From an optimization exercise on the open Yosys and OpenROAD flow, aimed at small area, a short achievable clock period and few clock cycles per item; shortcuts taken in it are not production practice.
Function was checked by simulation only, so behaviour that the tests miss may differ from the original.
Power figures rest on the tool's default switching activity, not on a simulated workload.

<file path="flow/design.v">
package bos_pkg;
   localparam int CAPACITY = 8;
   localparam int VALUE_W  = 32;
   localparam int RSP_W    = 7;    
   localparam logic [3:0] CAP_LIMIT_RESET = 4'd8;
   typedef logic [VALUE_W-1:0] value_type;
   localparam logic [1:0] OP_INSERT = 2'd0;
   localparam logic [1:0] OP_REMOVE = 2'd1;
   localparam logic [1:0] ST_DONE      = 2'd0;
   localparam logic [1:0] ST_DUPLICATE = 2'd1;
   localparam logic [1:0] ST_FULL      = 2'd2;
   localparam logic [1:0] ST_NOT_FOUND = 2'd3;
endpackage
module bos_cell (
   input  logic               clock,
   input  logic               load,
   input  bos_pkg::value_type value,
   output logic               equal_lo,
   output logic               equal_hi
);
   bos_pkg::value_type entry_ff;
   assign equal_lo = (entry_ff[15:0]  == value[15:0]);
   assign equal_hi = (entry_ff[31:16] == value[31:16]);
   always_ff @(posedge clock) begin
      if (load) begin
         entry_ff <= value;
      end
   end
endmodule
module bounded_ordered_set (
   input  logic        clock,
   input  logic        reset,
   input  logic        req_tvalid,
   output logic        req_tready,
   input  logic [31:0] req_tdata,
   input  logic [1:0]  req_tuser,
   output logic        rsp_tvalid,
   input  logic        rsp_tready,
   output logic [7:0]  rsp_tdata,   
   input  logic        csr_we,
   input  logic [3:0]  csr_wdata
);
   localparam int N = bos_pkg::CAPACITY;
   localparam int W = bos_pkg::RSP_W;
   localparam int Q = 3;
   logic [N-1:0]       valid_ff;
   logic [N:0]         count_ff;    
   logic [N-1:0]       below_ff;    
   logic               a_valid_ff;
   logic               a_insert_ff;
   logic               a_remove_ff;
   logic [N-1:0]       a_equal_lo_ff;
   logic [N-1:0]       a_equal_hi_ff;
   logic [1:0]         q_cnt_ff;
   logic [W-1:0]       q_ff [Q];
   logic               rsp_valid_ff;
   logic [1:0]         out_cnt_ff;
   logic               ready_ff;
   logic [N-1:0]       equal_lo;
   logic [N-1:0]       equal_hi;
   logic [N-1:0]       match;
   logic [N-1:0]       free_first;
   logic [N-1:0]       valid_in;
   logic               hit_any;
   logic               room;
   logic               take;
   logic               do_remove;
   logic               inc;
   logic               dec;
   logic [N:0]         count_inc;
   logic [N:0]         count_dec;
   logic [3:0]         bin_same;
   logic [3:0]         bin_inc;
   logic [3:0]         bin_dec;
   logic [3:0]         count_out;
   logic [1:0]         status;
   logic [W-1:0]       rsp_new;
   logic               req_fire;
   logic               pop;
   logic [1:0]         q_cnt_in;
   logic [1:0]         out_cnt_in;
   assign req_tready = ready_ff;
   assign req_fire   = req_tvalid && ready_ff;
   for (genvar i = 0; i < N; i++) begin : g_slot
      bos_cell u_cell (
         .clock    (clock),
         .load     (!valid_in[i]),
         .value    (req_tdata),
         .equal_lo (equal_lo[i]),
         .equal_hi (equal_hi[i])
      );
   end
   always_ff @(posedge clock) begin
      a_equal_lo_ff <= equal_lo;
      a_equal_hi_ff <= equal_hi;
      a_insert_ff   <= (req_tuser == bos_pkg::OP_INSERT);
      a_remove_ff   <= (req_tuser == bos_pkg::OP_REMOVE);
   end
   assign match     = a_equal_lo_ff & a_equal_hi_ff & valid_ff;
   assign hit_any   = |match;
   assign room      = |(count_ff[N-1:0] & below_ff);
   assign take      = a_valid_ff && a_insert_ff && room;
   assign do_remove = a_valid_ff && a_remove_ff;
   always_comb begin
      free_first = '0;
      for (int i = N - 1; i >= 0; i--) begin
         if (!valid_ff[i]) begin
            free_first = '0;
            free_first[i] = 1'b1;
         end
      end
   end
   always_comb begin
      for (int i = 0; i < N; i++) begin
         if (match[i] && (do_remove || take)) begin
            valid_in[i] = 1'b0;
         end else if (take && free_first[i]) begin
            valid_in[i] = 1'b1;
         end else begin
            valid_in[i] = valid_ff[i];
         end
      end
   end
   assign inc       = take && !hit_any;
   assign dec       = do_remove && hit_any;
   assign count_inc = {count_ff[N-1:0], 1'b0};
   assign count_dec = {1'b0, count_ff[N:1]};
   always_comb begin
      bin_same = '0;
      bin_inc  = '0;
      bin_dec  = '0;
      for (int k = 0; k <= N; k++) begin
         bin_same = bin_same | ({4{count_ff[k]}}  & 4'(k));
         bin_inc  = bin_inc  | ({4{count_inc[k]}} & 4'(k));
         bin_dec  = bin_dec  | ({4{count_dec[k]}} & 4'(k));
      end
   end
   assign count_out = inc ? bin_inc : (dec ? bin_dec : bin_same);
   always_comb begin
      if (a_insert_ff) begin
         status = hit_any ? bos_pkg::ST_DUPLICATE :
                  (room ? bos_pkg::ST_DONE : bos_pkg::ST_FULL);
      end else begin
         status = hit_any ? bos_pkg::ST_DONE : bos_pkg::ST_NOT_FOUND;
      end
   end
   assign rsp_new = {count_out, hit_any, status};
   assign pop      = rsp_tready && rsp_valid_ff;
   assign q_cnt_in = q_cnt_ff + {1'b0, a_valid_ff} - {1'b0, pop};
   always_ff @(posedge clock) begin
      for (int k = 0; k < Q; k++) begin
         if (pop) begin
            if (k + 1 < Q && q_cnt_ff > 2'(k + 1)) begin
               q_ff[k] <= q_ff[(k + 1) % Q];
            end else begin
               q_ff[k] <= rsp_new;
            end
         end else if (q_cnt_ff <= 2'(k)) begin
            q_ff[k] <= rsp_new;
         end
      end
   end
   assign out_cnt_in = out_cnt_ff + {1'b0, req_fire} - {1'b0, pop};
   always_ff @(posedge clock) begin
      if (reset) begin
         valid_ff     <= '0;
         count_ff     <= (N+1)'(1);
         for (int k = 0; k < N; k++) begin
            below_ff[k] <= (4'(k) < bos_pkg::CAP_LIMIT_RESET);
         end
         a_valid_ff   <= 1'b0;
         q_cnt_ff     <= '0;
         rsp_valid_ff <= 1'b0;
         out_cnt_ff   <= '0;
         ready_ff     <= 1'b1;
      end else begin
         valid_ff   <= valid_in;
         if (inc) begin
            count_ff <= count_inc;
         end else if (dec) begin
            count_ff <= count_dec;
         end
         if (csr_we) begin
            for (int k = 0; k < N; k++) begin
               below_ff[k] <= (4'(k) < csr_wdata);
            end
         end
         a_valid_ff   <= req_fire;
         q_cnt_ff     <= q_cnt_in;
         rsp_valid_ff <= (q_cnt_in != 2'd0);
         out_cnt_ff   <= out_cnt_in;
         ready_ff     <= (out_cnt_in < 2'(Q));
      end
   end
   assign rsp_tvalid = rsp_valid_ff;
   assign rsp_tdata  = {1'b0, q_ff[0]};
endmodule
</file>
<file path="flow/run.sh">
#!/bin/bash
# synth_recipe.tcl (not shown) runs the flow's synth.tcl, then flattens the netlist and writes it again
# the make line also repeats each setting of config.mk as NAME=value (left out here)
make -C /OpenROAD-flow-scripts/flow DESIGN_CONFIG=/design/flow/config.mk WORK_HOME=/design/flow/orfs CLKGATE_MAP_FILE= SYNTH_SCRIPT=/design/flow/synth_recipe.tcl finish
</file>
<file path="flow/config.mk">
export PLATFORM = sky130hd
export DESIGN_NAME = bounded_ordered_set
export DESIGN_NICKNAME = bounded_ordered_set
export VERILOG_FILES = /design/flow/design.v
export SDC_FILE = /design/flow/constraint.sdc
export NUM_CORES = 4
export LEC_CHECK = 0
export CAP_MARGIN = 20
export CORE_MARGIN = 2
export CORE_UTILIZATION = 40
export SETUP_SLACK_MARGIN = 2.2
export SLEW_MARGIN = 20
</file>
<file path="flow/constraint.sdc">
create_clock -name core_clock -period 4.0 [get_ports {clock}]
set_input_delay 0.8000 -clock core_clock [delete_from_list [all_inputs] [get_ports {clock}]]
set_output_delay 0.8000 -clock core_clock [all_outputs]
set_load 0.01 [all_outputs]
</file>
==> results by group, run 1 <==
Critical path
  • RR Endpoint: g_slot[5].u_cell.entry_ff[10]$_DFFE_PN_
  • Worst R2R Path Depth: 7
  • Worst setup EP type: flop
  • Critical path launch point type: flop
  • Reg2Reg Launch Point: count_ff[3]$_SDFFE_PP0P_
  • Setup CP Type: flop to flop
  • Worst Path Max Fanout: 7
  • Crit. Startpoint: count_ff[3]$_SDFFE_PP0P_
  • WP data required: 4.28 ns
  • Setup crit end: g_slot[5].u_cell.entry_ff[10]$_DFFE_PN_
  • Critical Path AT: 2.44 ns
  • Reg2Reg Setup Slack: 1.84 ns

Logic synthesis
  • Yosys warnings: 3
  • Post-synth ARST share: 0
  • Most common cell in the netlist: edfxtp_1
  • Area leader, netlist: edfxtp_1
  • Post-Synthesis Cells: 897
  • Seq/Total Area, Yosys: 0.6934
  • Post-Syn Area per Cell: 14.98 um2
  • #FFs+latches synth: 327
  • Most used DFF post-synth: edfxtp_1
  • Synth top area cells: edfxtp_1, xnor2_1, dfxtp_1
  • Synth Net Count: 944
  • Synth Cell Area: 13440 um2
  • Yosys top cell area share: 0.6189
  • Number of synthesized flops with an enable pin: 277
  • Commonest cells post-synth: edfxtp_1, xnor2_1, nand4_1
  • Distinct cells, synth: 53

CTS
  • Root buf cell: clkbuf_16
  • Worst-path clk slew: 0.06 ns
  • Post-CTS Hold Fix Bufs: 0
  • Worst skew pair latency: 0.52 ns
  • Max H-tree Level: 2
  • CTS tree: built
  • Maximum root-to-sink buffer count: 3
  • Clk sinks: 327
  • Num CTS Buffers: 36

Routing
  • Drt wl/cell: 19.22 um
  • Antenna Nets Post-Route: 0
  • First-pass iteration count of the detailed router: 5
  • Via count: 7523
  • Wirelength, routed: 28.92 mm
  • Post-route DRC: 0
  • Vias per cell: 4.999
  • Initial DRC Count: 478

STA
  • Worst slew margin: 0.3964
  • Post-route clock skew: 0.01956 ns
  • Setup TNS: 0 ns
  • Final min period: 2.162 ns
  • Worst-margin pin slew: 0.8960 ns
  • Tcrit/Tclk final: 0.5406
  • Fin. max-slew vios: 0
  • RSZ-0062 raised after global routing: yes
  • Fmax: 462.4 MHz
  • Final hold violation count: 0
  • Final setup violating endpoints: 0

Worst hold path
  • Hold/Removal Path Class: flop to flop
  • Hold path start: below_ff[3]$_SDFFE_PP1P_

Global routing
  • GR Overflow Total: 0
  • Largest net degree at the start of global routing: 34
  • Initial antenna violation count: 0
  • Vias in the first global route: 7364
  • First-pass GRT wire length: 44.96 mm
  • Global-route usage over all layers: 0.1647

Final layout
  • Fin util: 0.5043
  • Final #Nets: 1076
  • FILL cells: 2834
  • Area grow syn2layout: 24.89%
  • Ant diodes: 0
  • Layout cell share with drive strength beyond 1: 0.2384
  • Final std cells w/o fill: 1505

Floorplanning
  • Core footprint: 33280 um2
  • IO Pins: 53
  • Die Y: 187.3 um
  • Die Footprint: 35080 um2
  • Width of the die: 187.3 um
  • Site Rows: 67
  • Initial Util: 0.4038

Power and ir drop
  • Leak pwr: 5.803 nW
  • Power density cells: 490.8 nW/um2
  • Worst VDD drop: 0.3091 mV

Place
  • Port bufs: 51
  • GP Congestion: 0.7810
  • HPWL Detailed: 17.26 mm
  • DP Cell Count: 1388

Run
  • Max Cap Viol: 0

Status
  • Status: timing/DRC/antenna clean
[cells by family after synthesis]
group | synth area share
xor gates and xnor gates | 0.1701
DFF | 0.6934
adders and majority gates | 0.003724
and+or+nand+nor | 0.07169
muxes | 0.004934
other | 0.0002790
AOI/OAI and AO/OA | 0.03752
buffers and inverters | 0.01834
[registers in the layout, indices dropped and copies added (netlist names)]
| register | flops |
|---|---|
| a_equal_lo_ff | 8 |
| below_ff | 8 |
| count_ff | 9 |
| q_ff | 21 |
| rsp_valid_ff | 1 |
| valid_ff | 8 |
| out_cnt_ff | 2 |
| q_cnt_ff | 2 |
| ready_ff | 1 |
| a_equal_hi_ff | 8 |
| g_slot.u_cell.entry_ff | 256 |
| a_remove_ff | 1 |
| a_valid_ff | 1 |
| a_insert_ff | 1 |
[metal layers]
metal | vias to the layer above | track usage | part of all wire | routed length [um]
met5 | - | 0 | 0 | 0
met4 | 0 | 0.04212 | 0.020 | 566
met3 | 35 | 0.02420 | 0.040 | 1161
met2 | 154 | 0.2552 | 0.46 | 13250
met1 | 3765 | 0.2436 | 0.48 | 13940
li1 | 3569 | - | - | -
[through the flow]
step	power [mW]	worst slack, ns	hold slack [ns]	instance area, um2
floorplan	4.717	1.361	0.4420	13580
global placement	5.005	1.191	0.4771	14720
detailed placement	5.026	1.230	0.4774	14780
finish	8.239	1.838	0.4754	16780
global route	8.569	1.771	0.5102	16780
CTS	8.280	1.849	0.4845	16520
[placed cells by master, fill, tap and decap left out, drive strengths merged, types with 4 or more instances in the layout]
cell type | netlist | final
and2 | 3 | 6
nand3 | 15 | 15
nor4 | 20 | 20
a21oi | 8 | 8
o22ai | 10 | 10
clkinv | 0 | 15
nor3 | 5 | 5
xnor2 | 259 | 259
clkdlybuf4s50 | 0 | 10
buf | 8 | 84
inv | 20 | 20
or2 | 2 | 5
nand2 | 25 | 25
clkdlybuf4s15 | 0 | 14
nor2 | 25 | 25
o21ai | 13 | 13
mux2 | 5 | 5
a22o | 4 | 4
ha | 4 | 4
a211oi | 8 | 8
nor2b | 5 | 5
dfxtp | 50 | 50
clkbuf | 33 | 64
edfxtp | 277 | 277
nand4 | 68 | 69
[timing repair]
item / CTS / global route
gates cloned: 9 / 5
setup endpoints to repair: 320 / 315
pin swaps: 28 / 21
buffers inserted: 29 / 8
gates resized for setup: 169 / 72
[layout make-up]
type                       count  area [um2]  area share
timing repair buffer         128        1300     0.07745
inverter                      20       77.57    0.004622
clock inverter                19       198.9     0.01185
sequential                   327        9351      0.5571
tap                          448       560.5     0.03340
clock buffer                  47       972.2     0.05792
multi-input combinational    516        4324      0.2576
[critical path, stage by stage, from the launching register on]
cell,delay (ns)
dfxtp_4,0.34
a22o_4,0.25
o41a_4,0.54
o21ai_4,0.21
buf_6,0.17
o22ai_4,0.07
buf_12,0.17
clkbuf_16,0.16
[report_power, final]
part / leakage [nW] / total, mW / internal (mW) / switching, mW
registers: 3.34 / 4.10 / 3.99 / 0.113
logic: 1.89 / 0.903 / 0.439 / 0.465
clock network: 0.571 / 3.23 / 1.92 / 1.31
[how the worst min path moves through the flow]
stage	to	slack [ns]	cells past startpoint
floorplan	below_ff[1]$_SDFFE_PP1P_	0.44	2
global placement	below_ff[3]$_SDFFE_PP1P_	0.48	2
detailed placement	below_ff[7]$_SDFFE_PP1P_	0.48	2
CTS	below_ff[3]$_SDFFE_PP1P_	0.48	2
global route	count_ff[0]$_SDFFE_PP1P_	0.51	1
finish	below_ff[3]$_SDFFE_PP1P_	0.48	2
Testbench counts, summed over its fixed seeds: cycles 16,016, items 16,000.
==> run 2, diff against run 1 <==
--- a/flow/config.mk
+++ b/flow/config.mk
@@ -6,4 +6,5 @@
 export NUM_CORES = 4
 export LEC_CHECK = 0
+export ABC_AREA = 1
 export CAP_MARGIN = 20
 export CORE_MARGIN = 2
==> results by group, run 2 <==
Logic synthesis
  • Most used DFF post-synth: edfxtp_1
  • Synth top area cells: edfxtp_1, xnor2_1, dfxtp_1
  • Yosys warnings: 3 (unchanged)
  • Post-Syn Area per Cell: 12.85 um2 (-14%)
  • Distinct cells, synth: 37 (-30%)
  • Post-Synthesis Cells: 1077 (+20%)
  • Synth Cell Area: 13840 um2 (+3.0%)
  • Most common cell in the netlist: edfxtp_1
  • Synth Net Count: 1124 (+19%)
  • Post-synth ARST share: 0 (unchanged)
  • Area leader, netlist: edfxtp_1
  • Yosys top cell area share: 0.6009 (-0.01807)
  • #FFs+latches synth: 327 (unchanged)
  • Commonest cells post-synth: edfxtp_1, nand2_1, xnor2_1
  • Seq/Total Area, Yosys: 0.6732 (-0.02024)
  • Number of synthesized flops with an enable pin: 277 (unchanged)

Critical path
  • Critical Path AT: 1.01 ns (-1.43 ns)
  • WP buf/inv: 1 (-2)
  • Setup CP Type: flop to output pin
  • Reg2Reg Setup Slack: 2.22 ns (+0.38 ns)
  • Reg2Reg Launch Point: count_ff[7]$_SDFFE_PP0P_
  • Worst setup EP type: output pin
  • Worst Path Max Fanout: 1 (-6)
  • Critical path launch point type: flop
  • Slowest cell on crit path: edfxtp_1
  • CP max stage delay: 0.35 ns (-0.19 ns)
  • WP data required: 3.20 ns (-1.08 ns)
  • CP Cell Sequence: buf_2
  • Worst R2R Path Depth: 11 (+4)
  • RR Endpoint: g_slot[4].u_cell.entry_ff[10]$_DFFE_PN_
  • Top Family by Delay on Critical Path: flip-flops

STA
  • Final setup violating endpoints: 0 (unchanged)
  • Worst-margin pin slew: 0.7999 ns (-0.09613 ns)
  • Setup TNS: 0 ns (unchanged)
  • Final min period: 1.807 ns (-0.3556 ns)
  • Tcrit/Tclk final: 0.4517 (-0.08889)
  • Fin. max-slew vios: 0 (unchanged)
  • Post-route clock skew: 0.03811 ns (+0.01856 ns)
  • RSZ-0062 raised after global routing: yes
  • Worst slew margin: 0.4611 (+0.06476)
  • Final hold violation count: 0 (unchanged)
  • Worst hold margin: 0.4731 ns (-0.002295 ns)
  • Fmax: 553.4 MHz (+20%)

CTS
  • Max H-tree Level: 2 (unchanged)
  • Maximum root-to-sink buffer count: 3 (unchanged)
  • Root buf cell: clkbuf_16
  • CTS tree: built
  • Worst skew pair latency: 0.54 ns (+0.02 ns)
  • Post-CTS Hold Fix Bufs: 0 (unchanged)
  • Worst-path clk slew: 0.06 ns (about the same)
  • Clk sinks: 327 (unchanged)
  • Num CTS Buffers: 36 (unchanged)

Routing
  • Vias per cell: 4.944 (-1.1%)
  • Wirelength, routed: 30.99 mm (+7.1%)
  • Drt wl/cell: 18.25 um (-5.0%)
  • Antenna Nets Post-Route: 0 (unchanged)
  • Post-route DRC: 0 (unchanged)
  • Via count: 8395 (+12%)
  • First-pass iteration count of the detailed router: 5 (unchanged)
  • Initial DRC Count: 546 (+14%)

Status
  • Status: timing/DRC/antenna clean

Final layout
  • FILL cells: 2897 (+2.2%)
  • Final #Nets: 1262 (+17%)
  • Largest register FFs: 256 (unchanged)
  • Top reg by flops: g_slot.u_cell.entry_ff
  • FF+latch area: 9360 um2 (about the same)
  • Ant diodes: 0 (unchanged)
  • Area grow syn2layout: 24.32%
  • Footprint of the multi-input gates: 4663 um2 (+7.8%)
  • Layout cell share with drive strength beyond 1: 0.2591 (+0.02064)
  • Biggest regs: g_slot.u_cell.entry_ff (256), q_ff (21), count_ff (9)
  • Most common cell after layout, fill and taps aside: edfxtp_1
  • Most frequent cells in the layout: edfxtp_1, nand2_1, xnor2_1

Global routing
  • Initial antenna violation count: 0 (unchanged)
  • Global-route usage over all layers: 0.1744 (+0.009701)
  • GR Overflow Total: 0 (unchanged)
  • First-pass GRT wire length: 48.04 mm (+6.8%)
  • Vias in the first global route: 8345 (+13%)
  • Largest net degree at the start of global routing: 23 (-32%)

Place
  • GP Congestion: 0.7657 (-2.0%)
  • HPWL Detailed: 17.66 mm (+2.3%)
  • Port bufs: 51 (unchanged)

Floorplanning
  • Die Y: 190.0 um (+1.5%)
  • IO Pins: 53 (unchanged)
  • Die Footprint: 36110 um2 (+2.9%)
  • Width of the die: 190.0 um (+1.5%)
  • Core footprint: 34290 um2 (+3.0%)
  • Initial Util: 0.4037 (about the same)
  • Site Rows: 68 (+1.5%)

Worst hold path
  • Hold path start: below_ff[7]$_SDFFE_PP1P_
  • WHS Path Cells: 2 (unchanged)
  • Hold Path Sink: below_ff[7]$_SDFFE_PP1P_
  • Hold/Removal Path Class: flop to flop

Power and ir drop
  • Power density cells: 474.6 nW/um2 (-3.3%)
  • Tot Pwr: 8.169 mW (-0.85%)
  • Leak pwr: 6.344 nW (+9.3%)
  • Worst VDD drop: 0.3589 mV (+16%)

Run
  • Max Cap Viol: 0 (unchanged)
run 2: cell type report:
type                       instances  share of cell area
timing repair buffer             127             0.07132
tap                              455             0.03308
multi-input combinational        684              0.2710
clock inverter                    10            0.006252
inverter                          38            0.009742
timing repair inverter             1           0.0004362
clock buffer                      56             0.06434
sequential                       327              0.5439
run 2: worst max-delay path by stage:
| stage | from | cells after the start | slack [ns] | end |
|---|---|---|---|---|
| 2_1_floorplan | count_ff[7]$_SDFFE_PP0P_ | 8 | 2.09 | g_slot[1].u_cell.entry_ff[0]$_DFFE_PN_ |
| 4_1_cts | q_ff[0][2]$_DFFE_PP_ | 1 | 2.17 | rsp_tdata[2] |
| 3_5_place_dp | req_tdata[29] | 6 | 1.00 | a_equal_hi_ff[5]$_DFF_P_ |
| 5_1_grt | count_ff[3]$_SDFFE_PP0P_ | 11 | 2.15 | g_slot[4].u_cell.entry_ff[11]$_DFFE_PN_ |
| 3_3_place_gp | req_tdata[29] | 6 | 1.05 | a_equal_hi_ff[5]$_DFF_P_ |
| 6_report | q_ff[0][2]$_DFFE_PP_ | 1 | 2.19 | rsp_tdata[2] |
run 2: per-layer routing:
layer	GRT usage	vias to the layer above	wire length (um)
met3	0.02601	60	1388
li1	-	4060	-
met1	0.2353	4063	13750
met2	0.2862	212	14770
met4	0.06530	0	1086
met5	0	-	0
run 2: logic make-up (layout without fill, tap and decap cells):
kind of cell,after synthesis,after routing,share of synthesized area
AOI/OAI and AO/OA,35,37,0.01645
DFF,327,327,0.6732
buffers and inverters,75,232,0.02522
xor gates and xnor gates,204,204,0.1291
adders and majority gates,4,4,0.003615
other,1,1,0.0002709
and+or+nand+nor,431,438,0.1522
run 2: through the flow:
stage / utilization / cell area [um2] / instances / worst slack [ns]
6_report: 0.5019 / 17210 / 1698 / 2.193
3_3_place_gp: 0.4354 / 14930 / 1554 / 1.049
5_1_grt: 0.5019 / 17210 / 1698 / 2.148
4_1_cts: 0.4961 / 17010 / 1686 / 2.168
3_5_place_dp: 0.4354 / 14930 / 1554 / 1.003
2_1_floorplan: - / 14000 / 1077 / 2.086
run 2: report_power, final:
part / internal [mW] / switching, mW
sequential: 3.98 / 0.109
combinational: 0.347 / 0.444
clock: 1.98 / 1.31
run 2: what timing repair did:
item                       in CTS  in global routing
pin swaps                      27                 16
gates resized for setup       176                 51
setup buffers                  55                 12
cloned                         11                  0
setup endpoints to repair     306                284
==> run 3, diff against run 2 <==
--- a/flow/config.mk
+++ b/flow/config.mk
@@ -10,4 +10,6 @@
 export CORE_MARGIN = 2
 export CORE_UTILIZATION = 40
+export CTS_CLUSTER_DIAMETER = 120
+export CTS_CLUSTER_SIZE = 25
 export SETUP_SLACK_MARGIN = 2.2
 export SLEW_MARGIN = 20
==> results by group, run 3 <==
Routing
  • Initial DRC Count: 576 (+5.5%)
  • Post-route DRC: 0 (unchanged)
  • Wirelength, routed: 30.21 mm (-2.5%)
  • Antenna Nets Post-Route: 0 (unchanged)
  • Vias per cell: 4.955 (+0.21%)
  • Drt wl/cell: 18.28 um (+0.14%)
  • First-pass iteration count of the detailed router: 4 (-1)
  • Via count: 8190 (-2.4%)

Power and ir drop
  • Power density cells: 409.1 nW/um2 (-14%)
  • Leak pwr: 5.940 nW (-6.4%)
  • Worst VDD drop: 0.3189 mV (-11%)

Final layout
  • Ant diodes: 0 (unchanged)
  • Top reg by flops: g_slot.u_cell.entry_ff
  • FILL cells: 2955 (+2.0%)
  • FF+latch area: 9369 um2 (about the same)
  • Layout cell share with drive strength beyond 1: 0.2362 (-0.02282)
  • Most common cell after layout, fill and taps aside: edfxtp_1
  • Area grow syn2layout: 19.07%
  • Final #Nets: 1235 (-2.1%)
  • Footprint of the multi-input gates: 4686 um2 (+0.48%)
  • Largest register FFs: 256 (unchanged)
  • Biggest regs: g_slot.u_cell.entry_ff (256), q_ff (21), count_ff (9)
  • Most frequent cells in the layout: edfxtp_1, xnor2_1, nand2_1

CTS
  • CTS tree: built
  • Max H-tree Level: 1 (-1)
  • Root buf cell: clkbuf_16
  • Worst-path clk slew: 0.10 ns (+0.04 ns)
  • Maximum root-to-sink buffer count: 3 (unchanged)
  • Num CTS Buffers: 17 (-53%)
  • Worst skew pair latency: 0.51 ns (-0.03 ns)
  • Clk sinks: 327 (unchanged)

Critical path
  • Slowest cell on crit path: dfxtp_4
  • Top Family by Delay on Critical Path: simple AND/OR/NAND/NOR gates
  • CP max stage delay: 0.37 ns (+0.02 ns)
  • Critical path launch point type: flop
  • Critical Path AT: 2.10 ns (+1.09 ns)
  • Setup CP Type: flop to flop
  • Worst Path Max Fanout: 7 (+6)
  • Worst setup EP type: flop
  • Worst R2R Path Depth: 11 (unchanged)
  • WP buf/inv: 2 (+1)
  • CP Cell Sequence: nand2_2 -> nand2_2 -> nor2_4 -> nand2_2 -> nand2_4 -> nor2_4 -> buf_6 -> nand3_4 -> nand2_4 -> nand2_4 -> clkbuf_16
  • WP data required: 4.28 ns (+1.08 ns)
  • Crit. path cell count: 11 (+10)

Floorplanning
  • Initial Util: 0.4037 (unchanged)
  • IO Pins: 53 (unchanged)
  • Width of the die: 190.0 um (unchanged)
  • Die Y: 190.0 um (unchanged)
  • Core footprint: 34290 um2 (unchanged)
  • Die Footprint: 36110 um2 (unchanged)
  • Site Rows: 68 (unchanged)

Logic synthesis
  • Seq/Total Area, Yosys: 0.6732 (unchanged)
  • Synth Net Count: 1124 (unchanged)
  • Yosys top cell area share: 0.6009 (unchanged)
  • Post-synth ARST share: 0 (unchanged)
  • Number of synthesized flops with an enable pin: 277 (unchanged)
  • Post-Syn Area per Cell: 12.85 um2 (unchanged)
  • Distinct cells, synth: 37 (unchanged)
  • Synth Cell Area: 13840 um2 (unchanged)
  • Commonest cells post-synth: edfxtp_1, nand2_1, xnor2_1
  • Post-Synthesis Cells: 1077 (unchanged)
  • Yosys warnings: 3 (unchanged)
  • Synth top area cells: edfxtp_1, xnor2_1, dfxtp_1
  • #FFs+latches synth: 327 (unchanged)
  • Most common cell in the netlist: edfxtp_1
  • Area leader, netlist: edfxtp_1
  • Most used DFF post-synth: edfxtp_1

Status
  • Status: timing/DRC/antenna clean

Global routing
  • Vias in the first global route: 7988 (-4.3%)
  • Initial antenna violation count: 0 (unchanged)
  • Global-route usage over all layers: 0.1671 (-0.007279)
  • GR Overflow Total: 0 (unchanged)
  • First-pass GRT wire length: 46.23 mm (-3.8%)
  • Largest net degree at the start of global routing: 27 (+17%)

Place
  • GP Congestion: 0.7657 (unchanged)
  • Port bufs: 51 (unchanged)
  • HPWL Detailed: 17.66 mm (unchanged)

STA
  • Worst-margin pin slew: 0.7988 ns (-0.001069 ns)
  • Tcrit/Tclk final: 0.4557 (+0.004000)
  • Fin. max-slew vios: 0 (unchanged)
  • Final min period: 1.823 ns (+0.01600 ns)
  • Final hold violation count: 0 (unchanged)
  • Worst hold margin: 0.4654 ns (-0.007690 ns)
  • Post-route clock skew: 0.03533 ns (-0.002777 ns)
  • Final setup violating endpoints: 0 (unchanged)
  • Fmax: 548.6 MHz (-0.88%)
  • RSZ-0062 raised after global routing: yes
  • Worst slew margin: 0.4618 (+0.0007200)
  • Setup TNS: 0 ns (unchanged)

Run
  • Max Cap Viol: 0 (unchanged)

Worst hold path
  • Hold/Removal Path Class: flop to flop
  • WHS Path Cells: 2 (unchanged)
## run 3: cell type report
class,count,area share
sequential,327,0.5684
multi-input combinational,685,0.2843
timing repair buffer,118,0.07166
tap,455,0.03454
clock buffer,28,0.02831
inverter,38,0.01055
clock inverter,1,0.001822
timing repair inverter,1,0.0004554
## run 3: final timing paths
check / startpoint / end / slack, ns
hold / removal: below_ff[7]$_SDFFE_PP1P_ / below_ff[7]$_SDFFE_PP1P_ / 0.47
hold reg to reg: below_ff[7]$_SDFFE_PP1P_ / below_ff[7]$_SDFFE_PP1P_ / 0.47
setup / recovery: count_ff[0]$_SDFFE_PP1P_ / g_slot[3].u_cell.entry_ff[18]$_DFFE_PN_ / 2.18
setup reg to reg: count_ff[0]$_SDFFE_PP1P_ / g_slot[3].u_cell.entry_ff[18]$_DFFE_PN_ / 2.18
## run 3: metal layers
metal	wire [um]	global-route usage
met1	13600	0.2277
met2	14480	0.2774
met3	1265	0.02214
met4	867	0.05516
met5	0	0
## run 3: worst reg2reg max path: stages (launching register included)
cell and delay, ns:
dfxtp_4 0.37, nand2_2 0.05, nand2_2 0.08, nor2_4 0.05
nand2_2 0.09, nand2_4 0.10, nor2_4 0.26, buf_6 0.15
nand3_4 0.06, nand2_4 0.13, nand2_4 0.10, clkbuf_16 0.18
## run 3: timing repair
| item | in CTS | in global routing |
|---|---|---|
| cloned | 10 | 2 |
| buffers inserted | 40 | 18 |
| gates resized for setup | 179 | 62 |
| endpoints found under the setup margin | 302 | 283 |
| hold buffers | 0 | 0 |
| pin swaps | 24 | 26 |
## run 3: per-stage QoR
stage	cells	power, mW	cell area (um2)	util	worst slack, ns
floorplan	1077	4.666	14000	-	2.086
global placement	1554	4.921	14930	0.4354	1.049
detailed placement	1554	4.944	14930	0.4354	1.003
CTS	1633	6.804	16130	0.4705	2.153
global route	1653	7.045	16480	0.4807	2.107
finish	1653	6.744	16480	0.4807	2.177
## run 3: cell families after synthesis
group / synth area share
AND/OR/NAND/NOR: 0.1522
flip-flops: 0.6732
XOR/XNOR: 0.1291
buffers and inverters: 0.02522
AO/OA/AOI/OAI: 0.01645
adder cells (fa/ha/maj): 0.003615
other: 0.0002709
## run 3: power breakdown
| part | leakage, nW | switching, mW | internal, mW |
|---|---|---|---|
| logic | 2.36 | 0.442 | 0.348 |
| registers | 3.35 | 0.109 | 3.97 |
| clock network | 0.234 | 1.05 | 0.824 |
==> run 4, diff against run 3 <==
--- a/flow/design.v
+++ b/flow/design.v
@@ -47,4 +47,5 @@
    logic [N:0]         count_ff;    
    logic [N-1:0]       below_ff;    
+   logic               room_ff;     
    logic               a_valid_ff;
    logic               a_insert_ff;
@@ -74,4 +75,6 @@
    logic [3:0]         bin_dec;
    logic [3:0]         count_out;
+   logic [N-1:0]       below_in;
+   logic               room_in;
    logic [1:0]         status;
    logic [W-1:0]       rsp_new;
@@ -99,5 +102,5 @@
    assign match     = a_equal_lo_ff & a_equal_hi_ff & valid_ff;
    assign hit_any   = |match;
-   assign room      = |(count_ff[N-1:0] & below_ff);
+   assign room      = room_ff;
    assign take      = a_valid_ff && a_insert_ff && room;
    assign do_remove = a_valid_ff && a_remove_ff;
@@ -137,4 +140,18 @@
    end
    assign count_out = inc ? bin_inc : (dec ? bin_dec : bin_same);
+   always_comb begin
+      for (int k = 0; k < N; k++) begin
+         below_in[k] = csr_we ? (4'(k) < csr_wdata) : below_ff[k];
+      end
+      if (csr_we) begin
+         room_in = |(count_ff[N-1:0] & below_in);
+      end else if (inc) begin
+         room_in = |(count_inc[N-1:0] & below_ff);
+      end else if (dec) begin
+         room_in = |(count_dec[N-1:0] & below_ff);
+      end else begin
+         room_in = room_ff;
+      end
+   end
    always_comb begin
       if (a_insert_ff) begin
@@ -169,4 +186,5 @@
             below_ff[k] <= (4'(k) < bos_pkg::CAP_LIMIT_RESET);
          end
+         room_ff      <= 1'b1;
          a_valid_ff   <= 1'b0;
          q_cnt_ff     <= '0;
@@ -181,9 +199,6 @@
             count_ff <= count_dec;
          end
-         if (csr_we) begin
-            for (int k = 0; k < N; k++) begin
-               below_ff[k] <= (4'(k) < csr_wdata);
-            end
-         end
+         below_ff     <= below_in;
+         room_ff      <= room_in;
          a_valid_ff   <= req_fire;
          q_cnt_ff     <= q_cnt_in;
--- a/flow/config.mk
+++ b/flow/config.mk
@@ -12,4 +12,4 @@
 export CTS_CLUSTER_DIAMETER = 120
 export CTS_CLUSTER_SIZE = 25
-export SETUP_SLACK_MARGIN = 2.2
+export SETUP_SLACK_MARGIN = 2.0
 export SLEW_MARGIN = 20
==> results by group, run 4 <==
Status
  • Status: timing/DRC/antenna clean

Routing
  • Initial DRC Count: 557 (-3.3%)
  • Vias per cell: 4.883 (-1.4%)
  • Post-route DRC: 0 (unchanged)
  • Wirelength, routed: 27.98 mm (-7.4%)
  • Via count: 8043 (-1.8%)
  • Drt wl/cell: 16.99 um (-7.0%)
  • Antenna Nets Post-Route: 0 (unchanged)
  • First-pass iteration count of the detailed router: 5 (+1)

Final layout
  • Area grow syn2layout: 13.58%
  • Top reg by flops: g_slot.u_cell.entry_ff
  • Largest register FFs: 256 (unchanged)
  • Biggest regs: g_slot.u_cell.entry_ff (256), q_ff (21), count_ff (9)
  • Most frequent cells in the layout: edfxtp_1, xnor2_1, nand2_1
  • Most common cell after layout, fill and taps aside: edfxtp_1
  • Final #Nets: 1229 (-0.49%)
  • Ant diodes: 0 (unchanged)
  • Design Area, Final: 15940 um2 (-3.3%)
  • Layout cell share with drive strength beyond 1: 0.1502 (-0.08606)

Global routing
  • First-pass GRT wire length: 43.72 mm (-5.4%)
  • Global-route usage over all layers: 0.1548 (-0.01234)
  • Initial antenna violation count: 0 (unchanged)
  • Largest net degree at the start of global routing: 27 (unchanged)
  • GR Overflow Total: 0 (unchanged)
  • Vias in the first global route: 7677 (-3.9%)

Logic synthesis
  • Most common cell in the netlist: edfxtp_1
  • #FFs+latches synth: 328 (+0.31%)
  • Post-Synthesis Cells: 1113 (+3.3%)
  • Yosys warnings: 3 (unchanged)
  • Seq/Total Area, Yosys: 0.6655 (-0.007696)
  • Yosys top cell area share: 0.5927 (-0.008143)
  • Synth Net Count: 1160 (+3.2%)
  • Distinct cells, synth: 39 (+5.4%)
  • Post-Syn Area per Cell: 12.61 um2 (-1.9%)
  • Area leader, netlist: edfxtp_1
  • Post-synth ARST share: 0 (unchanged)
  • Synth top area cells: edfxtp_1, xnor2_1, dfxtp_1
  • Synth Cell Area: 14030 um2 (+1.4%)
  • Most used DFF post-synth: edfxtp_1
  • Number of synthesized flops with an enable pin: 277 (unchanged)
  • Commonest cells post-synth: edfxtp_1, nand2_1, xnor2_1

CTS
  • Num CTS Buffers: 17 (unchanged)
  • Worst-path clk slew: 0.10 ns (about the same)
  • Clk sinks: 328 (+0.31%)
  • CTS tree: built
  • Maximum root-to-sink buffer count: 3 (unchanged)
  • Worst skew pair latency: 0.52 ns (about the same)
  • Root buf cell: clkbuf_16
  • Max H-tree Level: 1 (unchanged)

STA
  • Final min period: 2.037 ns (+0.2143 ns)
  • Final setup violating endpoints: 0 (unchanged)
  • Fin. max-slew vios: 0 (unchanged)
  • Post-route clock skew: 0.02116 ns (-0.01418 ns)
  • Worst hold margin: 0.4918 ns (+0.02644 ns)
  • Final hold violation count: 0 (unchanged)
  • Worst-margin pin slew: 0.9094 ns (+0.1106 ns)
  • RSZ-0062 raised after global routing: yes
  • Tcrit/Tclk final: 0.5093 (+0.05357)
  • Setup TNS: 0 ns (unchanged)
  • Worst slew margin: 0.3936 (-0.06820)
  • Fmax: 490.9 MHz (-11%)

Power and ir drop
  • Power density cells: 418.5 nW/um2 (+2.3%)
  • Tot Pwr: 6.670 mW (-1.1%)
  • Worst VDD drop: 0.2682 mV (-16%)
  • Leak pwr: 5.775 nW (-2.8%)

Worst hold path
  • Hold/Removal Path Class: flop to flop

Critical path
  • Critical Path AT: 2.18 ns (+0.08 ns)
  • Setup CP Type: flop to flop
  • Slowest cell on crit path: o21ai_2
  • Worst setup EP type: flop
  • CP Cell Sequence: nand3_4 -> nand2_1 -> inv_2 -> o21ai_2
  • Worst Path Max Fanout: 13 (+6)
  • Critical path launch point type: flop
  • CP max stage delay: 0.80 ns (+0.43 ns)
  • WP data required: 4.15 ns (-0.13 ns)

Run
  • Max Cap Viol: 0 (unchanged)

Place
  • Dpl cell area: 15150 um2 (+1.5%)
  • HPWL Detailed: 17.73 mm (+0.38%)
  • GP Congestion: 0.8549 (+12%)
  • Port bufs: 51 (unchanged)

Floorplanning
  • Initial Util: 0.4063 (+0.002522)
  • Site Rows: 68 (unchanged)
  • IO Pins: 53 (unchanged)
  • Die Y: 191.3 um (+0.67%)
  • Width of the die: 191.3 um (+0.67%)
  • Die Footprint: 36600 um2 (+1.3%)
  • Core footprint: 34540 um2 (+0.74%)
[run 4: path summary, 6_finish.rpt]
kind / from / end / slack, ns / depth (start not counted)
hold / removal: ready_ff$_SDFF_PP1_ / a_valid_ff$_SDFF_PP0_ / 0.49 / 2
setup / recovery: a_insert_ff$_DFF_P_ / g_slot[6].u_cell.entry_ff[29]$_DFFE_PN_ / 1.96 / 4
setup reg to reg: a_insert_ff$_DFF_P_ / g_slot[6].u_cell.entry_ff[29]$_DFFE_PN_ / 1.96 / 4
hold reg to reg: ready_ff$_SDFF_PP1_ / a_valid_ff$_SDFF_PP0_ / 0.49 / 2
[run 4: cell type report]
cell class / count / area [um2]
fillers: 3168 / 18600
flip-flops and latches: 328 / 9340
multi-input cells: 703 / 4558
repair buffers: 84 / 787.0
well taps: 455 / 569.3
clock buffers: 27 / 462.9
inverters: 47 / 191.4
clock inverters: 2 / 25.02
repair inverters: 1 / 5.005
[run 4: per-layer routing]
layer  track usage  vias up  share of wire
li1              -     3979              -
met1        0.2223     3908           0.48
met2        0.2524      121           0.46
met3       0.01891       35          0.035
met4       0.03314        0          0.018
met5             0        -              0
[run 4: repair_timing]
item / 4_1_cts / 5_1_grt
hold buffers: 0 / 0
cloned: 3 / 1
setup buffers: 12 / 6
pin swaps: 9 / 4
setup endpoints to repair: 208 / 118
resized for setup: 54 / 43
[run 4: worst max-delay path: cells and delay by family, from the launching register on]
kind / cells / cell delay (ns)
buf+inv: 1 / 0.21
flops: 1 / 0.42
compound gates: 1 / 0.80
simple gates: 2 / 0.24
[run 4: logic make-up after synthesis]
family | share of synthesized area
buffers and inverters | 0.02639
and+or+nand+nor | 0.1563
AOI/OAI and AO/OA | 0.02131
DFF | 0.6655
other | 0.0002672
adders and majority gates | 0.003566
xor gates and xnor gates | 0.1267
[run 4: through the flow]
stage	cells	util	setup WS (ns)
global placement	1595	0.4378	1.041
global route	1647	0.4614	1.858
floorplan	1113	-	1.298
detailed placement	1596	0.4386	0.9732
finish	1647	0.4614	1.963
CTS	1640	0.4578	1.884
[run 4: where the power goes]
group | switching [mW] | internal (mW) | leakage [nW]
clock network | 1.06 | 0.821 | 0.233
registers | 0.103 | 3.96 | 3.35
logic | 0.402 | 0.324 | 2.19
Testbench counts of run 4, summed over its fixed seeds: cycles 16,016, items 16,000.
==> run 5, diff against run 4 <==
--- a/flow/config.mk
+++ b/flow/config.mk
@@ -12,4 +12,4 @@
 export CTS_CLUSTER_DIAMETER = 120
 export CTS_CLUSTER_SIZE = 25
-export SETUP_SLACK_MARGIN = 2.0
+export SETUP_SLACK_MARGIN = 2.4
 export SLEW_MARGIN = 20
==> results by group, run 5 <==
Worst hold path
  • Hold Path Sink: q_ff[1][5]$_DFFE_PP_
  • WHS Path Cells: 2 (unchanged)
  • Hold path start: q_ff[2][5]$_DFFE_PP_
  • Hold/Removal Path Class: flop to flop

Routing
  • First-pass iteration count of the detailed router: 6 (+1)
  • Via count: 8384 (+4.2%)
  • Post-route DRC: 0 (unchanged)
  • Antenna Nets Post-Route: 0 (unchanged)
  • Vias per cell: 4.938 (+1.1%)
  • Wirelength, routed: 30.07 mm (+7.5%)
  • Initial DRC Count: 633 (+14%)
  • Drt wl/cell: 17.71 um (+4.2%)

CTS
  • Max H-tree Level: 1 (unchanged)
  • Root buf cell: clkbuf_16
  • CTS tree: built
  • Post-CTS Hold Fix Bufs: 0 (unchanged)
  • Worst skew pair latency: 0.52 ns (about the same)
  • Worst-path clk slew: 0.09 ns (about the same)
  • Num CTS Buffers: 17 (unchanged)
  • Clk sinks: 328 (unchanged)
  • Maximum root-to-sink buffer count: 3 (unchanged)

Logic synthesis
  • Simple-gate portion of the synthesized area: 0.1563 (unchanged)
  • Post-Syn Area per Cell: 12.61 um2 (unchanged)
  • Synth Net Count: 1160 (unchanged)
  • Most used DFF post-synth: edfxtp_1
  • #FFs+latches synth: 328 (unchanged)
  • Post-synth ARST share: 0 (unchanged)
  • Area leader, netlist: edfxtp_1
  • Synth Area in XOR/XNOR: 0.1267 (unchanged)
  • Distinct cells, synth: 39 (unchanged)
  • Mux share of post-synthesis cell area: 0 (unchanged)
  • Synth top area cells: edfxtp_1, xnor2_1, dfxtp_1
  • Most common cell in the netlist: edfxtp_1
  • Post-Synthesis Cells: 1113 (unchanged)
  • Adder-cell share of the synthesized area: 0.003566 (unchanged)
  • Commonest cells post-synth: edfxtp_1, nand2_1, xnor2_1
  • Seq/Total Area, Yosys: 0.6655 (unchanged)
  • Number of synthesized flops with an enable pin: 277 (unchanged)
  • Synth Area in Compound Gates: 0.02131 (unchanged)
  • Synth Cell Area: 14030 um2 (unchanged)
  • Largest family of logic cells by synthesized area: simple AND/OR/NAND/NOR gates
  • Yosys warnings: 3 (unchanged)
  • Yosys top cell area share: 0.5927 (unchanged)

Critical path
  • Critical path launch point type: flop
  • Reg2Reg Setup Slack: 2.29 ns (+0.33 ns)
  • Top Family by Delay on Critical Path: flip-flops
  • Reg2Reg Launch Point: room_ff$_SDFFE_PP1P_
  • WP data required: 3.20 ns (-0.95 ns)
  • WP buf/inv: 1 (unchanged)
  • Setup CP Type: flop to output pin
  • Worst R2R Path Depth: 9 (+5)
  • Worst setup EP type: output pin
  • RR Endpoint: g_slot[4].u_cell.entry_ff[29]$_DFFE_PN_
  • Critical Path AT: 1.03 ns (-1.15 ns)
  • CP Cell Sequence: buf_2
  • Worst Path Max Fanout: 1 (-12)
  • CP max stage delay: 0.37 ns (-0.43 ns)
  • Slowest cell on crit path: edfxtp_1

Place
  • HPWL Detailed: 18.10 mm (+2.1%)
  • Port bufs: 51 (unchanged)
  • Dpl cell area: 15250 um2 (+0.64%)
  • GP Congestion: 0.8517 (-0.37%)
  • Placement Setup Slack: 1.104 ns (+0.1305 ns)

Global routing
  • Initial antenna violation count: 0 (unchanged)
  • GR Util met1: 0.2326 (+0.01032)
  • Largest net degree at the start of global routing: 27 (unchanged)
  • GRT met3 Usage: 0.01616 (-0.002754)
  • Met2 Use GR: 0.2691 (+0.01666)
  • First-pass GRT wire length: 45.64 mm (+4.4%)
  • Vias in the first global route: 7890 (+2.8%)
  • GR peak layer: met2
  • Global-route usage over all layers: 0.1627 (+0.007908)
  • GR Overflow Total: 0 (unchanged)

Floorplanning
  • Core footprint: 34540 um2 (unchanged)
  • Initial Util: 0.4063 (unchanged)
  • Width of the die: 191.3 um (unchanged)
  • Die Y: 191.3 um (unchanged)
  • Site Rows: 68 (unchanged)
  • Die Footprint: 36600 um2 (unchanged)
  • IO Pins: 53 (unchanged)

STA
  • Final setup violating endpoints: 0 (unchanged)
  • Post-route clock skew: 0.02168 ns (+0.0005243 ns)
  • Worst slew margin: 0.4463 (+0.05265)
  • Final worst setup slack: 2.171 ns (+0.2081 ns)
  • Setup TNS: 0 ns (unchanged)
  • RSZ-0062 raised after global routing: yes
  • Fmax: 546.7 MHz (+11%)
  • Worst-margin pin slew: 0.8219 ns (-0.08754 ns)
  • Tcrit/Tclk final: 0.4573 (-0.05203)
  • Final hold violation count: 0 (unchanged)
  • Final min period: 1.829 ns (-0.2081 ns)
  • Fin. max-slew vios: 0 (unchanged)

Final layout
  • Footprint of the multi-input gates: 4797 um2 (+5.2%)
  • Largest register FFs: 256 (unchanged)
  • Design Area, Final: 16920 um2 (+6.1%)
  • Fin util: 0.4897 (+0.02829)
  • Top reg by flops: g_slot.u_cell.entry_ff
  • Ant diodes: 0 (unchanged)
  • Final #Nets: 1279 (+4.1%)
  • Most common cell after layout, fill and taps aside: edfxtp_1
  • FF+latch area: 9382 um2 (+0.44%)
  • FILL cells: 3005 (-5.1%)
  • Layout cell share with drive strength beyond 1: 0.2446 (+0.09440)
  • Area grow syn2layout: 20.54%
  • Biggest regs: g_slot.u_cell.entry_ff (256), q_ff (21), count_ff (9)
  • Most frequent cells in the layout: edfxtp_1, xnor2_1, nand2_1

Power and ir drop
  • Switching pwr: 1.619 mW (+3.6%)
  • Sequential Power Share: 0.601 (-0.009)
  • P_int: 5.154 mW (+0.91%)
  • Worst VDD drop: 0.2422 mV (-9.7%)
  • Switching share of power: 0.2391 (+0.004821)
  • Power density cells: 400.4 nW/um2 (-4.3%)
  • Gate power share: 0.119 (+0.010)
  • Leak pwr: 6.172 nW (+6.9%)
  • Tot Pwr: 6.773 mW (+1.5%)
  • Clk pwr share: 0.280 (-0.002)

Status
  • Status: timing/DRC/antenna clean

Run
  • Max Cap Viol: 0 (unchanged)
run 5: timing repair:
| action | in CTS | in global routing |
|---|---|---|
| setup endpoints to repair | 295 | 207 |
| pin swaps | 21 | 20 |
| resized for setup | 221 | 84 |
| cloned | 7 | 4 |
| setup buffers | 38 | 24 |
run 5: cell families (layout without fill, tap and decap cells):
| group | Yosys count | in the layout |
|---|---|---|
| compound gates | 50 | 51 |
| xor+xnor | 203 | 203 |
| other cells | 1 | 1 |
| buf+inv | 85 | 214 |
| fa+ha+maj | 4 | 4 |
| flops | 328 | 328 |
| simple gates | 442 | 442 |
run 5: stage by stage:
step,hold WS [ns],cells
after global placement,0.4732,1595
after global routing,0.5589,1698
final,0.5307,1698
after CTS,0.5262,1670
after floorplan,0.4597,1113
after detailed placement,0.4875,1595
run 5: cell type report:
type                       instances  area share
timing repair buffer             136     0.08543
clock buffer                      27     0.02737
timing repair inverter             1   0.0004438
multi-input combinational        701      0.2836
clock inverter                     3    0.002071
tap                              455     0.03365
inverter                          47     0.01287
sequential                       328      0.5546
run 5: per-layer routing:
| layer | part of all wire | routed length (um) |
|---|---|---|
| met4 | 0.016 | 495 |
| met1 | 0.47 | 14200 |
| met5 | 0 | 0 |
| met3 | 0.036 | 1088 |
| met2 | 0.48 | 14290 |
run 5: how the worst max path moves through the flow:
stage / slack [ns] / startpoint / cells past startpoint / to
finish: 2.17 / q_ff[0][6]$_DFFE_PP_ / 1 / rsp_tdata[6]
global route: 2.13 / q_ff[0][4]$_DFFE_PP_ / 1 / rsp_tdata[4]
CTS: 2.14 / q_ff[0][6]$_DFFE_PP_ / 1 / rsp_tdata[6]
detailed placement: 1.10 / req_tdata[27] / 6 / a_equal_hi_ff[4]$_DFF_P_
global placement: 1.10 / req_tdata[27] / 6 / a_equal_hi_ff[4]$_DFF_P_
floorplan: 2.13 / rsp_tready / 9 / ready_ff$_SDFF_PP1_
run 5: power by group through the flow:
stage	clock [mW]	combinational (mW)	sequential [mW]
floorplan	0	0.502	4.15
global placement	0	0.749	4.15
detailed placement	0	0.760	4.15
CTS	1.96	0.781	4.07
global route	2.06	0.895	4.10
finish	1.89	0.808	4.07
==> run 6, diff against run 5 <==
--- a/flow/config.mk
+++ b/flow/config.mk
@@ -9,7 +9,7 @@
 export CAP_MARGIN = 20
 export CORE_MARGIN = 2
-export CORE_UTILIZATION = 40
+export CORE_UTILIZATION = 60
 export CTS_CLUSTER_DIAMETER = 120
 export CTS_CLUSTER_SIZE = 25
-export SETUP_SLACK_MARGIN = 2.4
+export SETUP_SLACK_MARGIN = 2.2
 export SLEW_MARGIN = 20
==> results by group, run 6 <==
Status
  • Status: timing/DRC/antenna clean

Global routing
  • First-pass GRT wire length: 43.99 mm (-3.6%)
  • Largest net degree at the start of global routing: 34 (+26%)
  • GR Overflow Total: 0 (unchanged)
  • Vias in the first global route: 7813 (-0.98%)
  • Initial antenna violation count: 1 (+1)
  • Global-route usage over all layers: 0.2389 (+0.07618)

Routing
  • Antenna Nets Post-Route: 0 (unchanged)
  • Vias per cell: 5.438 (+10%)
  • Drt wl/cell: 18.79 um (+6.1%)
  • First-pass iteration count of the detailed router: 5 (-1)
  • Initial DRC Count: 553 (-13%)
  • Wirelength, routed: 28.67 mm (-4.7%)
  • Via count: 8298 (-1.0%)
  • Post-route DRC: 0 (unchanged)

Critical path
  • CP max stage delay: 0.38 ns (about the same)
  • Worst Path Max Fanout: 1 (unchanged)
  • Critical Path AT: 1.04 ns (about the same)
  • CP Cell Sequence: buf_2
  • Setup CP Type: flop to output pin
  • Critical path launch point type: flop
  • Top Family by Delay on Critical Path: flip-flops
  • Slowest cell on crit path: edfxtp_1
  • Worst setup EP type: output pin
  • WP data required: 3.20 ns (about the same)
  • WP buf/inv: 1 (unchanged)

STA
  • Post-route clock skew: 0.05014 ns (+0.02846 ns)
  • Final hold violation count: 0 (unchanged)
  • Final setup violating endpoints: 0 (unchanged)
  • Fmax: 544.1 MHz (-0.48%)
  • Setup TNS: 0 ns (unchanged)
  • Worst slew margin: 0.4466 (about the same)
  • Worst-margin pin slew: 0.8301 ns (+0.008258 ns)
  • Worst hold margin: 0.5153 ns (-0.01543 ns)
  • Tcrit/Tclk final: 0.4595 (+0.002200)
  • Fin. max-slew vios: 0 (unchanged)
  • RSZ-0062 raised after global routing: yes
  • Final min period: 1.838 ns (+0.008800 ns)

Final layout
  • Layout cell share with drive strength beyond 1: 0.1955 (-0.04903)
  • Most frequent cells in the layout: edfxtp_1, xnor2_1, nand2_1
  • Most common cell after layout, fill and taps aside: edfxtp_1
  • Footprint of the multi-input gates: 4687 um2 (-2.3%)
  • FF+latch area: 9355 um2 (-0.28%)
  • Area grow syn2layout: 14.14%
  • Largest register FFs: 256 (unchanged)
  • Final #Nets: 1249 (-2.3%)
  • Biggest regs: g_slot.u_cell.entry_ff (256), q_ff (21), count_ff (9)
  • Top reg by flops: g_slot.u_cell.entry_ff
  • FILL cells: 1612 (-46%)

Run
  • Max Cap Viol: 0 (unchanged)

Power and ir drop
  • Sequential Power Share: 0.608 (+0.007)
  • Clk pwr share: 0.275 (-0.005)
  • Switching pwr: 1.567 mW (-3.2%)
  • Switching share of power: 0.2339 (-0.005156)
  • Leak pwr: 5.826 nW (-5.6%)
  • Gate power share: 0.116 (-0.003)
  • Worst VDD drop: 0.3410 mV (+41%)
  • Power density cells: 418.2 nW/um2 (+4.4%)
  • P_int: 5.132 mW (-0.43%)

Logic synthesis
  • Yosys warnings: 3 (unchanged)
  • Area leader, netlist: edfxtp_1
  • Adder-cell share of the synthesized area: 0.003566 (unchanged)
  • Distinct cells, synth: 39 (unchanged)
  • Yosys top cell area share: 0.5927 (unchanged)
  • Simple-gate portion of the synthesized area: 0.1563 (unchanged)
  • #FFs+latches synth: 328 (unchanged)
  • Most used DFF post-synth: edfxtp_1
  • Synth top area cells: edfxtp_1, xnor2_1, dfxtp_1
  • Mux share of post-synthesis cell area: 0 (unchanged)
  • Synth Area in XOR/XNOR: 0.1267 (unchanged)
  • Most common cell in the netlist: edfxtp_1
  • Number of synthesized flops with an enable pin: 277 (unchanged)
  • Post-Syn Area per Cell: 12.61 um2 (unchanged)
  • Post-Synthesis Cells: 1113 (unchanged)
  • Post-synth ARST share: 0 (unchanged)
  • Largest family of logic cells by synthesized area: simple AND/OR/NAND/NOR gates
  • Synth Cell Area: 14030 um2 (unchanged)
  • Commonest cells post-synth: edfxtp_1, nand2_1, xnor2_1
  • Seq/Total Area, Yosys: 0.6655 (unchanged)
  • Synth Net Count: 1160 (unchanged)
  • Synth Area in Compound Gates: 0.02131 (unchanged)

Place
  • Port bufs: 51 (unchanged)
  • GP Congestion: 0.8433 (-0.99%)
  • HPWL Detailed: 18.19 mm (+0.54%)

CTS
  • Worst skew pair latency: 0.52 ns (about the same)
  • Max H-tree Level: 1 (unchanged)
  • Maximum root-to-sink buffer count: 3 (unchanged)
  • Root buf cell: clkbuf_16
  • Post-CTS Hold Fix Bufs: 0 (unchanged)
  • Worst-path clk slew: 0.09 ns (about the same)
  • Num CTS Buffers: 17 (unchanged)
  • CTS tree: built
  • Clk sinks: 328 (unchanged)

Floorplanning
  • Die Y: 156.9 um (-18%)
  • Initial Util: 0.6161 (+0.2098)
  • Site Rows: 55 (-19%)
  • Core footprint: 22780 um2 (-34%)
  • IO Pins: 53 (unchanged)
  • Die Footprint: 24630 um2 (-33%)
  • Width of the die: 156.9 um (-18%)

Worst hold path
  • Hold/Removal Path Class: flop to flop
[run 6: cell types whose count changed in the layout (fill, tap and decap cells not counted), moves of 6 or more]
cell,previous run,this run
buf_12,13,1
buf_16,7,0
buf_2,19,9
buf_4,49,36
clkbuf_2,2,12
dfxtp_4,10,2
dlygate4sd2_1,4,10
nand2_1,173,182
[run 6: cell families (layout without fill, tap and decap cells)]
logic type	count (synthesis)	in the layout
AO/OA/AOI/OAI	50	53
XOR/XNOR	203	203
adder cells (fa/ha/maj)	4	4
buffers and inverters	85	181
flip-flops	328	328
other	1	2
AND/OR/NAND/NOR	442	442
[run 6: final cells by class]
class                           instances  area share
Antenna cell                            1   0.0001562
Clock buffer                           28     0.02914
Clock inverter                          1    0.001875
Inverter                               47     0.01281
Multi-Input combinational cell        703      0.2926
Sequential cell                       328      0.5840
Tap cell                              313     0.02445
Timing Repair Buffer                  103     0.05413
Timing Repair inverter                  2   0.0007811
[run 6: power groups by stage]
stage,sequential (mW),combinational (mW),clock (mW)
detailed placement,4.16,0.747,0
finish,4.07,0.780,1.85
global route,4.10,0.866,2.00
floorplan,4.15,0.479,0
CTS,4.08,0.753,1.88
global placement,4.15,0.735,0
[run 6: routing by layer]
metal,share of wire,vias up,GRT usage
li1,-,4018,-
met1,0.46,4012,0.3625
met2,0.46,232,0.3728
met3,0.065,36,0.02533
met4,0.022,0,0.06335
met5,0,-,0
[run 6: final timing paths]
check	startpoint	endpoint	slack, ns	cells after the start
worst max register to register	room_ff$_SDFFE_PP1P_	g_slot[7].u_cell.entry_ff[13]$_DFFE_PN_	2.27	8
worst min-delay path	below_ff[0]$_SDFF_PP1_	below_ff[0]$_SDFF_PP1_	0.52	2
worst max-delay path	q_ff[0][4]$_DFFE_PP_	rsp_tdata[4]	2.16	1
worst min register to register	below_ff[0]$_SDFF_PP1_	below_ff[0]$_SDFF_PP1_	0.52	2
[run 6: metrics by stage]
stage	utilization	instances	setup WS, ns	power, mW	area (um2)
after CTS	0.6963	1515	2.012	6.713	15860
after global routing	0.7031	1525	2.124	6.966	16020
after detailed placement	0.6593	1456	1.095	4.902	15020
after global placement	0.6593	1456	1.133	4.880	15020
final	0.7032	1526	2.162	6.699	16020
after floorplan	-	1113	2.006	4.627	14130
[run 6: timing repair]
action / in CTS / in global routing
buffers inserted: 25 / 9
pin swaps: 15 / 4
setup endpoints to repair: 276 / 106
resized for setup: 132 / 59
cloned: 5 / 1
==> run 7, diff against run 6 <==
--- a/flow/config.mk
+++ b/flow/config.mk
@@ -9,5 +9,5 @@
 export CAP_MARGIN = 20
 export CORE_MARGIN = 2
-export CORE_UTILIZATION = 60
+export CORE_UTILIZATION = 40
 export CTS_CLUSTER_DIAMETER = 120
 export CTS_CLUSTER_SIZE = 25
==> results by group, run 7 <==
Critical path
  • Top Family by Delay on Critical Path: flip-flops
  • WP data required: 3.20 ns (about the same)
  • WP buf/inv: 1 (unchanged)
  • Reg2Reg Setup Slack: 2.27 ns (about the same)
  • Worst setup EP type: output pin
  • Reg2Reg Launch Point: a_valid_ff$_SDFF_PP0_
  • Setup CP Type: flop to output pin
  • Critical path launch point type: flop
  • Critical Path AT: 1.02 ns (-0.02 ns)
  • CP Cell Sequence: buf_2
  • Worst Path Max Fanout: 1 (unchanged)
  • Slowest cell on crit path: edfxtp_1
  • CP max stage delay: 0.37 ns (about the same)
  • Crit. Startpoint: q_ff[0][5]$_DFFE_PP_

Power and ir drop
  • Gate power share: 0.119 (+0.003)
  • Sequential Power Share: 0.603 (-0.005)
  • Clk pwr share: 0.278 (+0.003)
  • P_int: 5.152 mW (+0.39%)
  • Tot Pwr: 6.753 mW (+0.81%)
  • Leak pwr: 6.010 nW (+3.2%)
  • Switching pwr: 1.601 mW (+2.2%)
  • Worst VDD drop: 0.2213 mV (-35%)
  • Power density cells: 409.3 nW/um2 (-2.1%)
  • Switching share of power: 0.2371 (+0.003201)

Place
  • GP Congestion: 0.8808 (+4.4%)
  • Dpl cell area: 15310 um2 (+2.0%)
  • Port bufs: 51 (unchanged)
  • HPWL Detailed: 18.25 mm (+0.28%)
  • Placement Setup Slack: 1.193 ns (+0.09880 ns)

Routing
  • Via count: 8208 (-1.1%)
  • Post-route DRC: 0 (unchanged)
  • Antenna Nets Post-Route: 0 (unchanged)
  • Initial DRC Count: 740 (+34%)
  • Vias per cell: 4.854 (-11%)
  • First-pass iteration count of the detailed router: 5 (unchanged)
  • Drt wl/cell: 17.03 um (-9.3%)
  • Wirelength, routed: 28.81 mm (+0.47%)

Final layout
  • Largest register FFs: 256 (unchanged)
  • Area grow syn2layout: 17.56%
  • Most frequent cells in the layout: edfxtp_1, xnor2_1, nand2_1
  • FILL cells: 3089 (+92%)
  • Design Area, Final: 16500 um2 (+3.0%)
  • Final #Nets: 1271 (+1.8%)
  • Layout cell share with drive strength beyond 1: 0.2154 (+0.01984)
  • Biggest regs: g_slot.u_cell.entry_ff (256), q_ff (21), count_ff (9)
  • Most common cell after layout, fill and taps aside: edfxtp_1
  • Top reg by flops: g_slot.u_cell.entry_ff

CTS
  • Worst-path clk slew: 0.09 ns (about the same)
  • Post-CTS Hold Fix Bufs: 0 (unchanged)
  • Max H-tree Level: 1 (unchanged)
  • Maximum root-to-sink buffer count: 3 (unchanged)
  • CTS tree: built
  • Clk sinks: 328 (unchanged)
  • Worst skew pair latency: 0.52 ns (about the same)
  • Root buf cell: clkbuf_16
  • Num CTS Buffers: 17 (unchanged)

Logic synthesis
  • Yosys top cell area share: 0.5927 (unchanged)
  • Most common cell in the netlist: edfxtp_1
  • Post-synth ARST share: 0 (unchanged)
  • Synth top area cells: edfxtp_1, xnor2_1, dfxtp_1
  • Commonest cells post-synth: edfxtp_1, nand2_1, xnor2_1
  • #FFs+latches synth: 328 (unchanged)
  • Post-Syn Area per Cell: 12.61 um2 (unchanged)
  • Most used DFF post-synth: edfxtp_1
  • Synth Cell Area: 14030 um2 (unchanged)
  • Number of synthesized flops with an enable pin: 277 (unchanged)
  • Post-Synthesis Cells: 1113 (unchanged)
  • Seq/Total Area, Yosys: 0.6655 (unchanged)
  • Area leader, netlist: edfxtp_1
  • Distinct cells, synth: 39 (unchanged)
  • Synth Net Count: 1160 (unchanged)
  • Yosys warnings: 3 (unchanged)

STA
  • Worst slew margin: 0.4364 (-0.01019)
  • Tcrit/Tclk final: 0.4558 (-0.003718)
  • Worst hold margin: 0.5289 ns (+0.01367 ns)
  • Final hold violation count: 0 (unchanged)
  • Setup TNS: 0 ns (unchanged)
  • Final worst setup slack: 2.177 ns (+0.01487 ns)
  • RSZ-0062 raised after global routing: yes
  • Final setup violating endpoints: 0 (unchanged)
  • Fin. max-slew vios: 0 (unchanged)
  • Final min period: 1.823 ns (-0.01487 ns)
  • Post-route clock skew: 0.02715 ns (-0.02299 ns)
  • Worst-margin pin slew: 0.8366 ns (+0.006437 ns)
  • Fmax: 548.5 MHz (+0.82%)

Run
  • Max Cap Viol: 0 (unchanged)

Floorplanning
  • Die Y: 191.3 um (+22%)
  • Width of the die: 191.3 um (+22%)
  • Die Footprint: 36600 um2 (+49%)
  • Core footprint: 34540 um2 (+52%)
  • Initial Util: 0.4063 (-0.2098)
  • Site Rows: 68 (+24%)
  • IO Pins: 53 (unchanged)

Global routing
  • Initial antenna violation count: 0 (-1)
  • Global-route usage over all layers: 0.1585 (-0.08043)
  • GR Overflow Total: 0 (unchanged)
  • First-pass GRT wire length: 45.01 mm (+2.3%)
  • Largest net degree at the start of global routing: 34 (unchanged)
  • Vias in the first global route: 7874 (+0.78%)

Worst hold path
  • Hold path start: q_ff[1][0]$_DFFE_PP_
  • Hold/Removal Path Class: flop to flop

Status
  • Status: timing/DRC/antenna clean
-- run 7: cells by family after synthesis --
| family | Yosys count | share of synthesized area |
|---|---|---|
| flip-flops | 328 | 0.6655 |
| AO/OA/AOI/OAI | 50 | 0.02131 |
| buffers and inverters | 85 | 0.02639 |
| XOR/XNOR | 203 | 0.1267 |
| other | 1 | 0.0002672 |
| AND/OR/NAND/NOR | 442 | 0.1563 |
| adder cells (fa/ha/maj) | 4 | 0.003566 |
-- run 7: layout make-up --
class	count	area, um2	share of cell area
Timing Repair Buffer	126	1129	0.06841
Tap cell	455	569.3	0.03451
Clock buffer	26	459.2	0.02783
Multi-Input combinational cell	701	4710	0.2855
Sequential cell	328	9361	0.5674
Antenna cell	1	2.502	0.0001517
Timing Repair inverter	3	22.52	0.001365
Inverter	47	209.0	0.01266
Clock inverter	4	36.28	0.002199
-- run 7: routing by layer --
metal | track usage | up-vias | part of all wire
met2 | 0.2598 | 113 | 0.48
met5 | 0 | - | 0
met1 | 0.2291 | 4017 | 0.47
li1 | - | 4053 | -
met4 | 0.03254 | 0 | 0.013
met3 | 0.01616 | 25 | 0.034
-- run 7: worst paths after layout --
path,cells past startpoint,to
max,1,rsp_tdata[5]
min,2,q_ff[0][0]$_DFFE_PP_
max reg2reg,8,g_slot[5].u_cell.entry_ff[9]$_DFFE_PN_
min reg2reg,2,q_ff[0][0]$_DFFE_PP_
-- run 7: what timing repair did --
action	CTS	global route
resized for setup	128	68
setup buffers	23	21
endpoints found under the setup margin	267	251
gates cloned	4	1
pin swaps	16	18
-- run 7: power by group through the flow --
stage | clock network (mW) | logic [mW] | registers [mW]
after floorplan | 0 | 0.479 | 4.15
after global placement | 0 | 0.745 | 4.14
after detailed placement | 0 | 0.754 | 4.15
after CTS | 1.95 | 0.766 | 4.07
after global routing | 2.05 | 0.892 | 4.10
final | 1.88 | 0.802 | 4.07
-- run 7: per-stage QoR --
stage	instances	util
2_1_floorplan	1113	-
3_3_place_gp	1610	0.4425
3_5_place_dp	1611	0.4433
4_1_cts	1668	0.4674
5_1_grt	1690	0.4775
6_report	1691	0.4776

[port drivers added, routing unchanged]
How much do the figures lean on ideal ports? The routed layouts below were timed once more, with nothing changed but the port constraints.
Step 1 sets driving cells, clkbuf_16 on the clock port and buf_2 on the other inputs (assumed; they add their load-dependent delay and slew).
Step 2, shift: input delay + t, output delay - t, t = (earliest + latest rising clock arrival at the registers) / 2. This alone moves slack from input paths to output paths.
Slacks: ideal / step 1 / step 2; pairs: ideal / step 1.
run | t, ns | slack for setup (ns) | worst setup path at the end | worst data-port slew with drivers (ns)
run 1 | 0.558 | 1.838 / 1.838 / 1.712 | input to register | 0.04
run 2 | 0.568 | 2.193 / 2.143 / 1.731 | input to register | 0.04
run 3 | 0.548 | 2.177 / 2.135 / 1.738 | input to register | 0.04
run 4 | 0.558 | 1.963 / 1.963 / 1.503 | input to register | 0.05
run 5 | 0.558 | 2.171 / 2.122 / 1.869 | input to register | 0.07
run 6 | 0.543 | 2.162 / 2.115 / 1.707 | input to register | 0.04
run 7 | 0.556 | 2.177 / 2.131 / 1.687 | input to register | 0.07
After both steps every run listed still meets setup and hold. For run 7, which loses most, drivers alone change the setup slack by -0.046 ns; drivers and shift together by -0.490 ns.
